This design comes from an exercise in tuning for small area, a short achievable clock period and few clock cycles on the open sky130 flow, not from production work. In this exercise RTL edits were held to simulation tests only and were not proved equivalent to the original.

==> run E <==
==> flow/design.v <==
module rv_multicycle_core #(
  parameter int              NREG     = 32,
  parameter int              PC_W     = 32,
  parameter logic [PC_W-1:0] RESET_PC = '0
) (
  input  logic            CLK,
  input  logic            RST,
  output logic [PC_W-1:0] IMEM_ADDR,
  input  logic [31:0]     IMEM_INST,
  input  logic            IMEM_VALID,
  output logic [31:0]     OUT,
  output logic            HALTED,
  output logic            TRAP,
  output logic [31:0]     RETIRED
);
  localparam logic [6:0]  OP_R  = 7'b0110011;
  localparam logic [6:0]  OP_I  = 7'b0010011;
  localparam logic [6:0]  F7_Z  = 7'b0000000;
  localparam logic [6:0]  F7_A  = 7'b0100000;
  localparam logic [31:0] ECALL = 32'h0000_0073;
  logic [PC_W-3:0] pcw;             
  logic            dv;              
  logic [31:0]     ir;
  logic            ev;              
  logic            ewe;             
  logic [4:0]      erd;
  logic [31:0]     ea, eb;
  logic            fwd_a, fwd_b;
  logic            e_sub, e_add, e_lt, e_slt, e_sll, e_sr, e_sra, e_xor, e_or, e_and;
  logic            wv;              
  logic [4:0]      wrd;
  logic [31:0]     out_q, retired_q;
  logic            halted_q, trap_q;
  logic [31:1]     rvalid;
  logic [31:0]     regs [1:31];
  logic [6:0] opcode, funct7;
  logic [2:0] funct3;
  logic [4:0] rd, rs1, rs2;
  assign opcode = ir[6:0];
  assign rd     = ir[11:7];
  assign funct3 = ir[14:12];
  assign rs1    = ir[19:15];
  assign rs2    = ir[24:20];
  assign funct7 = ir[31:25];
  logic is_r, is_i, legal, is_ecall, stop_d, go_d;
  always_comb begin
    is_r  = (opcode == OP_R);
    is_i  = (opcode == OP_I);
    legal = 1'b0;
    if (is_r)
      legal = (funct7 == F7_Z) || (funct7 == F7_A && (funct3 == 3'b000 || funct3 == 3'b101));
    else if (is_i) begin
      if (funct3 == 3'b001)      legal = (funct7 == F7_Z);
      else if (funct3 == 3'b101) legal = (funct7 == F7_Z || funct7 == F7_A);
      else                       legal = 1'b1;
    end
    is_ecall = (ir == ECALL);
    stop_d   = dv && !legal;
    go_d     = dv && legal;
  end
  logic [31:0] rf_w [32];
  logic [31:0] rv_w;
  always_comb begin
    rf_w[0] = '0;
    for (int i = 1; i < 32; i++) rf_w[i] = regs[i];
    rv_w = {rvalid, 1'b0};
  end
  function automatic logic [31:0] rf_read(input logic [4:0] r);
    logic [31:0] v;
    v = rv_w[r] ? rf_w[r] : '0;
    if (wv && wrd == r) v = out_q;
    rf_read = v;
  endfunction
  logic [31:0] rs1_v, rs2_v, imm, b_d;
  logic        fa_d, fb_d;
  always_comb begin
    rs1_v = rf_read(rs1);
    rs2_v = rf_read(rs2);
    imm   = {{20{ir[31]}}, ir[31:20]};
    b_d   = is_r ? rs2_v : imm;
    fa_d  = ev && ewe && (erd == rs1);
    fb_d  = is_r && ev && ewe && (erd == rs2);
  end
  logic [31:0] a, b, bx, sum, sh_in, shr, res;
  logic [33:0] add_w;
  logic        fill, lt, carry;
  function automatic logic [31:0] rev32(input logic [31:0] x);
    for (int i = 0; i < 32; i++) rev32[i] = x[31-i];
  endfunction
  always_comb begin
    a     = fwd_a ? out_q : ea;
    b     = fwd_b ? out_q : eb;
    bx    = b ^ {32{e_sub}};
    add_w = {1'b0, a, 1'b1} + {1'b0, bx, e_sub};
    sum   = add_w[32:1];
    carry = add_w[33];
    lt    = e_slt ? ((a[31] ^ b[31]) ? a[31] : sum[31]) : !carry;
    sh_in = e_sll ? rev32(a) : a;
    fill  = e_sra & a[31];
    shr   = 32'($signed({fill, sh_in}) >>> b[4:0]);
    res   = ({32{e_add}} & sum)
          | {31'd0, e_lt & lt}
          | ({32{e_sll}} & rev32(shr))
          | ({32{e_sr}}  & shr)
          | ({32{e_xor}} & (a ^ b))
          | ({32{e_or}}  & (a | b))
          | ({32{e_and}} & (a & b));
  end
  always_ff @(posedge CLK) begin
    ir <= IMEM_INST;
    if (!RST) begin
      pcw      <= RESET_PC[PC_W-1:2];
      dv       <= 1'b0;
      ev       <= 1'b0;
      ewe      <= 1'b0;
      wv       <= 1'b0;
      out_q    <= '0;
      retired_q <= '0;
      halted_q <= 1'b0;
      trap_q   <= 1'b0;
      rvalid   <= '0;
    end else begin
      if (halted_q || trap_q) begin
        dv <= 1'b0;
      end else if (stop_d) begin
        pcw      <= pcw - 1'b1;       
        dv       <= 1'b0;
        halted_q <= is_ecall;
        trap_q   <= !is_ecall;
      end else begin
        dv <= IMEM_VALID;
        if (IMEM_VALID) pcw <= pcw + 1'b1;
      end
      ev  <= go_d;
      ewe <= go_d && (rd != 5'd0);
      if (ev) retired_q <= retired_q + 32'd1;
      if (ev && ewe) out_q <= res;
      wv <= ev && ewe;
      if (wv) rvalid[wrd] <= 1'b1;
    end
    erd   <= rd;
    ea    <= rs1_v;
    eb    <= b_d;
    fwd_a <= fa_d;
    fwd_b <= fb_d;
    e_sub <= (funct3 == 3'b000 && is_r && ir[30]) || funct3 == 3'b010 || funct3 == 3'b011;
    e_add <= (funct3 == 3'b000);
    e_lt  <= (funct3 == 3'b010 || funct3 == 3'b011);
    e_slt <= (funct3 == 3'b010);
    e_sll <= (funct3 == 3'b001);
    e_sr  <= (funct3 == 3'b101);
    e_sra <= ir[30];
    e_xor <= (funct3 == 3'b100);
    e_or  <= (funct3 == 3'b110);
    e_and <= (funct3 == 3'b111);
    wrd   <= erd;
  end
  for (genvar i = 1; i < 32; i++) begin : g_rf
    always_ff @(posedge CLK)
      if (wv && wrd == 5'(i)) regs[i] <= out_q;
  end
  assign IMEM_ADDR = {pcw, 2'b00};
  assign OUT       = out_q;
  assign TRAP      = trap_q;
  assign HALTED    = halted_q;
  assign RETIRED   = retired_q;
endmodule
==> flow/run.sh <==
#!/bin/bash
# synth_recipe.tcl (not shown) runs the flow's synth.tcl, then flattens the netlist and writes it again
# the make line also repeats each setting of config.mk as NAME=value (left out here)
make -C /OpenROAD-flow-scripts/flow DESIGN_CONFIG=/design/flow/config.mk WORK_HOME=/design/flow/orfs CLKGATE_MAP_FILE= SYNTH_SCRIPT=/design/flow/synth_recipe.tcl finish
==> flow/config.mk <==
export PLATFORM = sky130hd
export DESIGN_NAME = rv_multicycle_core
export DESIGN_NICKNAME = rv_multicycle_core
export VERILOG_FILES = /design/flow/design.v
export SDC_FILE = /design/flow/constraint.sdc
export NUM_CORES = 4
export LEC_CHECK = 0
export CAP_MARGIN = 20
export CORE_MARGIN = 2
export CORE_UTILIZATION = 40
export SLEW_MARGIN = 20
==> flow/constraint.sdc <==
create_clock -name core_clock -period 10.0 [get_ports {CLK}]
set_input_delay 2.0000 -clock core_clock [delete_from_list [all_inputs] [get_ports {CLK}]]
set_output_delay 2.0000 -clock core_clock [all_outputs]
set_load 0.01 [all_outputs]
==> run R (differences from run E) <==
==> flow/design.v, changed modules only <==
module rv_multicycle_core #(
  parameter int              NREG     = 32,
  parameter int              PC_W     = 32,
  parameter logic [PC_W-1:0] RESET_PC = '0
) (
  input  logic            CLK,
  input  logic            RST,
  output logic [PC_W-1:0] IMEM_ADDR,
  input  logic [31:0]     IMEM_INST,
  input  logic            IMEM_VALID,
  output logic [31:0]     OUT,
  output logic            HALTED,
  output logic            TRAP,
  output logic [31:0]     RETIRED
);
  localparam logic [6:0]  OP_R  = 7'b0110011;
  localparam logic [6:0]  OP_I  = 7'b0010011;
  localparam logic [6:0]  F7_Z  = 7'b0000000;
  localparam logic [6:0]  F7_A  = 7'b0100000;
  localparam logic [31:0] ECALL = 32'h0000_0073;
  logic [PC_W-3:0] pcw;             
  logic            dv;              
  logic [31:0]     ir;
  logic            ev;              
  logic            ewe;             
  logic [4:0]      erd;
  logic [31:0]     ea, eb;          
  logic [3:0]      sh_lo, sh_md;    
  logic            sh_hi;           
  logic            e_sub, e_add, e_lt, e_slt, e_sll, e_sr, e_sra, e_xor, e_or, e_and;
  logic            wv;              
  logic [4:0]      wrd;
  logic [31:0]     out_q, wr_q, retired_q;
  logic            halted_q, trap_q;
  logic [31:1]     rvalid;
  logic [31:0]     regs [1:31];
  logic [6:0] opcode, funct7;
  logic [2:0] funct3;
  logic [4:0] rd, rs1, rs2;
  assign opcode = ir[6:0];
  assign rd     = ir[11:7];
  assign funct3 = ir[14:12];
  assign rs1    = ir[19:15];
  assign rs2    = ir[24:20];
  assign funct7 = ir[31:25];
  logic is_r, is_i, legal, is_ecall, stop_d, go_d;
  always_comb begin
    is_r  = (opcode == OP_R);
    is_i  = (opcode == OP_I);
    legal = 1'b0;
    if (is_r)
      legal = (funct7 == F7_Z) || (funct7 == F7_A && (funct3 == 3'b000 || funct3 == 3'b101));
    else if (is_i) begin
      if (funct3 == 3'b001)      legal = (funct7 == F7_Z);
      else if (funct3 == 3'b101) legal = (funct7 == F7_Z || funct7 == F7_A);
      else                       legal = 1'b1;
    end
    is_ecall = (ir == ECALL);
    stop_d   = dv && !legal;
    go_d     = dv && legal;
  end
  logic [31:0] rf_w [32];
  logic [31:0] rv_w;
  always_comb begin
    rf_w[0] = '0;
    for (int i = 1; i < 32; i++) rf_w[i] = regs[i];
    rv_w = {rvalid, 1'b0};
  end
  function automatic logic [31:0] rf_read(input logic [4:0] r);
    logic [31:0] v;
    v = rv_w[r] ? rf_w[r] : '0;
    if (wv && wrd == r) v = wr_q;
    rf_read = v;
  endfunction
  logic [31:0] rs1_v, rs2_v, imm, b_d;
  logic        fa_d, fb_d, sub_d;
  logic [4:0]  amt_d;
  always_comb begin
    rs1_v = rf_read(rs1);
    rs2_v = rf_read(rs2);
    imm   = {{20{ir[31]}}, ir[31:20]};
    b_d   = is_r ? rs2_v : imm;
    fa_d  = ev && ewe && (erd == rs1);
    fb_d  = is_r && ev && ewe && (erd == rs2);
    sub_d   = (funct3 == 3'b000 && is_r && ir[30]) || funct3 == 3'b010 || funct3 == 3'b011;
    amt_d   = fb_d ? res[4:0] : b_d[4:0];
  end
  logic [31:0] a, b, bx, g, p, gg, pp, sum, sh_in, s1, s2, shr, res;
  logic        fill, lt, cout;
  function automatic logic [31:0] rev32(input logic [31:0] x);
    for (int i = 0; i < 32; i++) rev32[i] = x[31-i];
  endfunction
  always_comb begin
    a     = ea;
    b     = eb;
    bx = eb;
    g  = a & bx;
    p  = a ^ bx;
    gg = g;
    pp = p;
    gg[0] = g[0] | (p[0] & e_sub);
    for (int l = 0; l < 5; l++)
      for (int i = 0; i < 32; i++)
        if (i[l]) begin
          gg[i] = gg[i] | (pp[i] & gg[((i >> l) << l) - 1]);
          pp[i] = pp[i] & pp[((i >> l) << l) - 1];
        end
    sum  = p ^ {gg[30:0], e_sub};
    cout = gg[31];
    lt    = e_slt ? ((a[31] == bx[31]) ? a[31] : sum[31]) : !cout;
    sh_in = e_sll ? rev32(a) : a;
    fill  = e_sra & a[31];
    for (int i = 0; i < 32; i++) begin
      s1[i] = 1'b0;
      for (int k = 0; k < 4; k++)
        s1[i] = s1[i] | (sh_lo[k] & ((i + k < 32) ? sh_in[(i + k) % 32] : fill));
    end
    for (int i = 0; i < 32; i++) begin
      s2[i] = 1'b0;
      for (int k = 0; k < 4; k++)
        s2[i] = s2[i] | (sh_md[k] & ((i + 4 * k < 32) ? s1[(i + 4 * k) % 32] : fill));
    end
    for (int i = 0; i < 32; i++)
      shr[i] = sh_hi ? ((i + 16 < 32) ? s2[(i + 16) % 32] : fill) : s2[i];
    res   = ({32{e_add}} & sum)
          | {31'd0, e_lt & lt}
          | ({32{e_sll}} & rev32(shr))
          | ({32{e_sr}}  & shr)
          | ({32{e_xor}} & (a ^ b))
          | ({32{e_or}}  & (a | b))
          | ({32{e_and}} & (a & b));
  end
  logic [PC_W-3:0] pc_inc, pc_stop;
  logic [31:0]     retired_nx;
  assign retired_nx = ev ? retired_q + 32'd1 : retired_q;
  assign pc_inc     = pcw + 1'b1;
  assign pc_stop    = RESET_PC[PC_W-1:2] + retired_nx[PC_W-3:0];
  always_ff @(posedge CLK) begin
    ir <= IMEM_INST;
    if (!RST) begin
      pcw      <= RESET_PC[PC_W-1:2];
      dv       <= 1'b0;
      ev       <= 1'b0;
      ewe      <= 1'b0;
      wv       <= 1'b0;
      out_q    <= '0;
      retired_q <= '0;
      halted_q <= 1'b0;
      trap_q   <= 1'b0;
      rvalid   <= '0;
    end else begin
      if (halted_q || trap_q) begin
        dv <= 1'b0;
      end else if (stop_d) begin
        pcw      <= pc_stop;          
        dv       <= 1'b0;
        halted_q <= is_ecall;
        trap_q   <= !is_ecall;
      end else begin
        dv <= IMEM_VALID;
        if (IMEM_VALID) pcw <= pc_inc;
      end
      ev  <= go_d;
      ewe <= go_d && (rd != 5'd0);
      retired_q <= retired_nx;
      if (ev && ewe) out_q <= res;
      wv <= ev && ewe;
      if (wv) rvalid[wrd] <= 1'b1;
    end
    wr_q  <= res;                     
    erd   <= rd;
    ea    <= fa_d ? res : rs1_v;
    eb    <= fb_d ? (res ^ {32{sub_d}}) : (b_d ^ {32{sub_d}});
    sh_lo <= 4'b0001 << amt_d[1:0];
    sh_md <= 4'b0001 << amt_d[3:2];
    sh_hi <= amt_d[4];
    e_sub <= sub_d;
    e_add <= (funct3 == 3'b000);
    e_lt  <= (funct3 == 3'b010 || funct3 == 3'b011);
    e_slt <= (funct3 == 3'b010);
    e_sll <= (funct3 == 3'b001);
    e_sr  <= (funct3 == 3'b101);
    e_sra <= ir[30];
    e_xor <= (funct3 == 3'b100);
    e_or  <= (funct3 == 3'b110);
    e_and <= (funct3 == 3'b111);
    wrd   <= erd;
  end
  for (genvar i = 1; i < 32; i++) begin : g_rf
    always_ff @(posedge CLK)
      if (wv && wrd == 5'(i)) regs[i] <= wr_q;
  end
  assign IMEM_ADDR = {pcw, 2'b00};
  assign OUT       = out_q;
  assign TRAP      = trap_q;
  assign HALTED    = halted_q;
  assign RETIRED   = retired_q;
endmodule
==> flow/flow/run.sh (new file) <==
#!/bin/bash
# The standard layout (the standard.sh: the standard flow's synthesis script, ORFS floorplan to finish) with
#  - no full/half-adder extraction in synthesis (ADDER_MAP_FILE empty): the adder is written
#    out in the RTL as a parallel-prefix network, and the library's full-adder cells would
#    make it slower; registers are the same as the standard synthesis's;
#  - timing repair aiming for a setup margin below the 10 ns clock, so that the layout's
#    achieved period is pushed down (the SDC and the clock period are unchanged);
#  - a clock tree with larger sink clusters and no dummy loads, which has fewer buffers.
# make's output goes to standard.log; ORFS writes each step's log under orfs/logs/.
bash standard.sh ADDER_MAP_FILE= SETUP_SLACK_MARGIN=6.8 \
  "CTS_ARGS=-sink_clustering_enable -repair_clock_nets -dont_use_dummy_load -sink_clustering_size 25 -sink_clustering_max_diameter 150" \
  finish > standard.log 2>&1
==> flow/standard.sh (new file) <==
#!/bin/bash
# synth_recipe.tcl (not shown) runs the flow's synth.tcl, then flattens the netlist and writes it again
# the make line also repeats each setting of config.mk as NAME=value (left out here)
make -C /OpenROAD-flow-scripts/flow DESIGN_CONFIG=/design/flow/config.mk WORK_HOME=/design/flow/orfs CLKGATE_MAP_FILE= SYNTH_SCRIPT=/design/flow/synth_recipe.tcl "${@:-finish}"
removed: flow/run.sh
==> run G (differences from run E) <==
==> flow/design.v, changed modules only <==
module rv_multicycle_core #(
  parameter int              NREG     = 32,
  parameter int              PC_W     = 32,
  parameter logic [PC_W-1:0] RESET_PC = '0
) (
  input  logic            CLK,
  input  logic            RST,
  output logic [PC_W-1:0] IMEM_ADDR,
  input  logic [31:0]     IMEM_INST,
  input  logic            IMEM_VALID,
  output logic [31:0]     OUT,
  output logic            HALTED,
  output logic            TRAP,
  output logic [31:0]     RETIRED
);
  localparam logic [6:0]  OP_R  = 7'b0110011;
  localparam logic [6:0]  OP_I  = 7'b0010011;
  localparam logic [6:0]  F7_Z  = 7'b0000000;
  localparam logic [6:0]  F7_A  = 7'b0100000;
  localparam logic [31:0] ECALL = 32'h0000_0073;
  logic [PC_W-3:0] pcw;             
  logic            dv;              
  logic [31:0]     ir;
  logic            ev;              
  logic            ewe;             
  logic [4:0]      erd;
  logic [31:0]     ea, eb;          
  logic [3:0]      sh_lo, sh_md;    
  logic            sh_hi;           
  logic            e_sub, e_add, e_lt, e_slt, e_sll, e_sr, e_sra, e_xor, e_or, e_and;
  logic            wv;              
  logic [4:0]      wrd;
  logic [31:0]     out_q, wr_q, retired_q;
  logic            halted_q, trap_q;
  logic [31:1]     rvalid;
  logic [31:0]     regs [1:31];
  logic [6:0] opcode, funct7;
  logic [2:0] funct3;
  logic [4:0] rd, rs1, rs2;
  assign opcode = ir[6:0];
  assign rd     = ir[11:7];
  assign funct3 = ir[14:12];
  assign rs1    = ir[19:15];
  assign rs2    = ir[24:20];
  assign funct7 = ir[31:25];
  logic is_r, is_i, legal, is_ecall, stop_d, go_d;
  always_comb begin
    is_r  = (opcode == OP_R);
    is_i  = (opcode == OP_I);
    legal = 1'b0;
    if (is_r)
      legal = (funct7 == F7_Z) || (funct7 == F7_A && (funct3 == 3'b000 || funct3 == 3'b101));
    else if (is_i) begin
      if (funct3 == 3'b001)      legal = (funct7 == F7_Z);
      else if (funct3 == 3'b101) legal = (funct7 == F7_Z || funct7 == F7_A);
      else                       legal = 1'b1;
    end
    is_ecall = (ir == ECALL);
    stop_d   = dv && !legal;
    go_d     = dv && legal;
  end
  logic [31:0] rf_w [32];
  logic [31:0] rv_w;
  always_comb begin
    rf_w[0] = '0;
    for (int i = 1; i < 32; i++) rf_w[i] = regs[i];
    rv_w = {rvalid, 1'b0};
  end
  function automatic logic [31:0] rf_read(input logic [4:0] r);
    logic [31:0] v;
    v = rv_w[r] ? rf_w[r] : '0;
    if (wv && wrd == r) v = wr_q;
    rf_read = v;
  endfunction
  logic [31:0] rs1_v, rs2_v, imm, b_d;
  logic        fa_d, fb_d, sub_d;
  logic [4:0]  amt_d;
  always_comb begin
    rs1_v = rf_read(rs1);
    rs2_v = rf_read(rs2);
    imm   = {{20{ir[31]}}, ir[31:20]};
    b_d   = is_r ? rs2_v : imm;
    fa_d  = ev && ewe && (erd == rs1);
    fb_d  = is_r && ev && ewe && (erd == rs2);
    sub_d   = (funct3 == 3'b000 && is_r && ir[30]) || funct3 == 3'b010 || funct3 == 3'b011;
    amt_d   = fb_d ? res[4:0] : b_d[4:0];
  end
  logic [31:0] a, b, bx, g, p, gg, pp, sum, sh_in, s1, s2, shr, res;
  logic        fill, lt, cout;
  function automatic logic [31:0] rev32(input logic [31:0] x);
    for (int i = 0; i < 32; i++) rev32[i] = x[31-i];
  endfunction
  always_comb begin
    a     = ea;
    b     = eb;
    bx = eb;
    g  = a & bx;
    p  = a ^ bx;
    gg = g;
    pp = p;
    gg[0] = g[0] | (p[0] & e_sub);
    for (int l = 0; l < 5; l++)
      for (int i = 0; i < 32; i++)
        if (i[l]) begin
          gg[i] = gg[i] | (pp[i] & gg[((i >> l) << l) - 1]);
          pp[i] = pp[i] & pp[((i >> l) << l) - 1];
        end
    sum  = p ^ {gg[30:0], e_sub};
    cout = gg[31];
    lt    = e_slt ? ((a[31] == bx[31]) ? a[31] : sum[31]) : !cout;
    sh_in = e_sll ? rev32(a) : a;
    fill  = e_sra & a[31];
    for (int i = 0; i < 32; i++) begin
      s1[i] = 1'b0;
      for (int k = 0; k < 4; k++)
        s1[i] = s1[i] | (sh_lo[k] & ((i + k < 32) ? sh_in[(i + k) % 32] : fill));
    end
    for (int i = 0; i < 32; i++) begin
      s2[i] = 1'b0;
      for (int k = 0; k < 4; k++)
        s2[i] = s2[i] | (sh_md[k] & ((i + 4 * k < 32) ? s1[(i + 4 * k) % 32] : fill));
    end
    for (int i = 0; i < 32; i++)
      shr[i] = sh_hi ? ((i + 16 < 32) ? s2[(i + 16) % 32] : fill) : s2[i];
    res   = ({32{e_add}} & sum)
          | {31'd0, e_lt & lt}
          | ({32{e_sll}} & rev32(shr))
          | ({32{e_sr}}  & shr)
          | ({32{e_xor}} & (a ^ b))
          | ({32{e_or}}  & (a | b))
          | ({32{e_and}} & (a & b));
  end
  logic [PC_W-3:0] pc_inc, pc_stop;
  logic [31:0]     retired_nx;
  assign retired_nx = ev ? retired_q + 32'd1 : retired_q;
  assign pc_inc     = pcw + 1'b1;
  assign pc_stop    = RESET_PC[PC_W-1:2] + retired_nx[PC_W-3:0];
  always_ff @(posedge CLK) begin
    ir <= IMEM_INST;
    if (!RST) begin
      pcw      <= RESET_PC[PC_W-1:2];
      dv       <= 1'b0;
      ev       <= 1'b0;
      ewe      <= 1'b0;
      wv       <= 1'b0;
      out_q    <= '0;
      retired_q <= '0;
      halted_q <= 1'b0;
      trap_q   <= 1'b0;
      rvalid   <= '0;
    end else begin
      if (halted_q || trap_q) begin
        dv <= 1'b0;
      end else if (stop_d) begin
        pcw      <= pc_stop;          
        dv       <= 1'b0;
        halted_q <= is_ecall;
        trap_q   <= !is_ecall;
      end else begin
        dv <= IMEM_VALID;
        if (IMEM_VALID) pcw <= pc_inc;
      end
      ev  <= go_d;
      ewe <= go_d && (rd != 5'd0);
      retired_q <= retired_nx;
      if (ev && ewe) out_q <= res;
      wv <= ev && ewe;
      if (wv) rvalid[wrd] <= 1'b1;
    end
    wr_q  <= res;                     
    erd   <= rd;
    ea    <= fa_d ? res : rs1_v;
    eb    <= fb_d ? (res ^ {32{sub_d}}) : (b_d ^ {32{sub_d}});
    sh_lo <= 4'b0001 << amt_d[1:0];
    sh_md <= 4'b0001 << amt_d[3:2];
    sh_hi <= amt_d[4];
    e_sub <= sub_d;
    e_add <= (funct3 == 3'b000);
    e_lt  <= (funct3 == 3'b010 || funct3 == 3'b011);
    e_slt <= (funct3 == 3'b010);
    e_sll <= (funct3 == 3'b001);
    e_sr  <= (funct3 == 3'b101);
    e_sra <= ir[30];
    e_xor <= (funct3 == 3'b100);
    e_or  <= (funct3 == 3'b110);
    e_and <= (funct3 == 3'b111);
    wrd   <= erd;
  end
  for (genvar i = 1; i < 32; i++) begin : g_rf
    always_ff @(posedge CLK)
      if (wv && wrd == 5'(i)) regs[i] <= wr_q;
  end
  assign IMEM_ADDR = {pcw, 2'b00};
  assign OUT       = out_q;
  assign TRAP      = trap_q;
  assign HALTED    = halted_q;
  assign RETIRED   = retired_q;
endmodule
==> flow/flow/run.sh (new file) <==
#!/bin/bash
# The standard layout (the standard.sh: the standard flow's synthesis script, ORFS floorplan to finish) with
#  - no full/half-adder extraction in synthesis (ADDER_MAP_FILE empty): the adder is written
#    out in the RTL as a parallel-prefix network, and the library's full-adder cells would
#    make it slower; registers are the same as the standard synthesis's;
#  - every input and output port buffered, as in the standard flow, but with buf_4 rather than
#    the delay buffer buffer_ports picks by default;
#  - timing repair aiming for a setup margin below the 10 ns clock, so that the layout's
#    achieved period is pushed down (the SDC and the clock period are unchanged);
#  - a clock tree with larger sink clusters and no dummy loads, which has fewer buffers.
# make's output goes to standard.log; ORFS writes each step's log under orfs/logs/.
bash standard.sh ADDER_MAP_FILE= SETUP_SLACK_MARGIN=6.8 \
  "BUFFER_PORTS_ARGS=-inputs -outputs -buffer_cell sky130_fd_sc_hd__buf_4" \
  "CTS_ARGS=-sink_clustering_enable -repair_clock_nets -dont_use_dummy_load -sink_clustering_size 25 -sink_clustering_max_diameter 150" \
  finish > standard.log 2>&1
==> flow/standard.sh (new file) <==
#!/bin/bash
# synth_recipe.tcl (not shown) runs the flow's synth.tcl, then flattens the netlist and writes it again
# the make line also repeats each setting of config.mk as NAME=value (left out here)
make -C /OpenROAD-flow-scripts/flow DESIGN_CONFIG=/design/flow/config.mk WORK_HOME=/design/flow/orfs CLKGATE_MAP_FILE= SYNTH_SCRIPT=/design/flow/synth_recipe.tcl "${@:-finish}"
removed: flow/run.sh
==> qor summary <==
metric	run G	run E	run R
Status	no timing/DRC/antenna violations	no timing/DRC/antenna violations	no timing/DRC/antenna violations
Maximum frequency from static timing analysis	304 MHz	202 MHz	306 MHz
Fraction of cell area in non-clock buffers	7.02%	3.67%	7.76%
Launching instance or port of the critical path	ir[20]	ir[14]	ir[20]
Largest net degree at the start of global routing	107	87	116
First-pass GRT wire length	363 mm	368 mm	370 mm
Row count	138	140	138
Complex-gate fraction of the synthesized area	21.7%	20.9%	21.7%
RSZ-0062 raised after global routing	yes	no	yes
Post-CTS setup repair buffer count	128	0	170
Detailed route wirelength on metal3	46.7 mm	46.3 mm	46.7 mm
Worst slew slack as a fraction of its limit	24.0%	9.53%	13.8%
Die footprint	146,000 µm²	150,000 µm²	146,000 µm²
Insertion delay of the later-clocked pin in the worst-skew pair	740 ps	800 ps	770 ps
Post-route design area	66,800 µm²	67,100 µm²	67,300 µm²
Arrival time of the worst setup path	3880 ps	5620 ps	3860 ps
Capturing point of the worst reg2reg path	eb[30]	pcw[28]	eb[25]
Placed Area	60,700 µm²	62,700 µm²	61,100 µm²
Overall via count from detail_route	49.7k	49.4k	50.2k
Proportion of cell area occupied by registers	53.8%	51.8%	53.3%
Non-clock inverters	50	99	50
Synth Instances	4,685	4,606	4,685
Via count of the first global-routing pass	45.7k	46.6k	46.0k
# H-tree levels	2	4	2
Testbench counts of run E, summed over its fixed seeds: cycles 6,481.
Testbench counts of run R, summed over its fixed seeds: cycles 6,481.
Testbench counts of run G, summed over its fixed seeds: cycles 6,481.

==> what the ideal ports hide <==
The flow's constraints put no driver on any port. The routed layouts listed below were extracted and timed again, unchanged, in two steps. Step 1 (the two cells are an assumption about what drives the block):
set clk [get_ports {CLK}]
set_driving_cell -lib_cell sky130_fd_sc_hd__clkbuf_16 $clk
set_driving_cell -lib_cell sky130_fd_sc_hd__buf_2 [delete_from_list [all_inputs] $clk]
Step 2 moves the port delays by t, midway between the first and last clock arrival at a register: inputs arrive t later, outputs are due t later. That takes back most of the time a late clock gives input paths. Slacks: ideal / step 1 / step 2; pairs: ideal / step 1.
run | t, ns | setup slack, ns | worst hold slack (ns) | pins driven straight from the clock port
run E | 0.870 | 5.051 / 5.051 / 5.051 | 0.352 / 0.352 / 0.352 | 1
run R | 0.808 | 6.734 / 6.688 / 6.150 | 0.360 / 0.360 / 0.360 | 1
run G | 0.797 | 6.715 / 6.690 / 6.299 | 0.353 / 0.353 / 0.353 | 1
After both steps every run listed still meets setup and hold. The setup slack of run R, which loses most, moves by -0.046 ns with the drivers and by -0.584 ns with both steps.
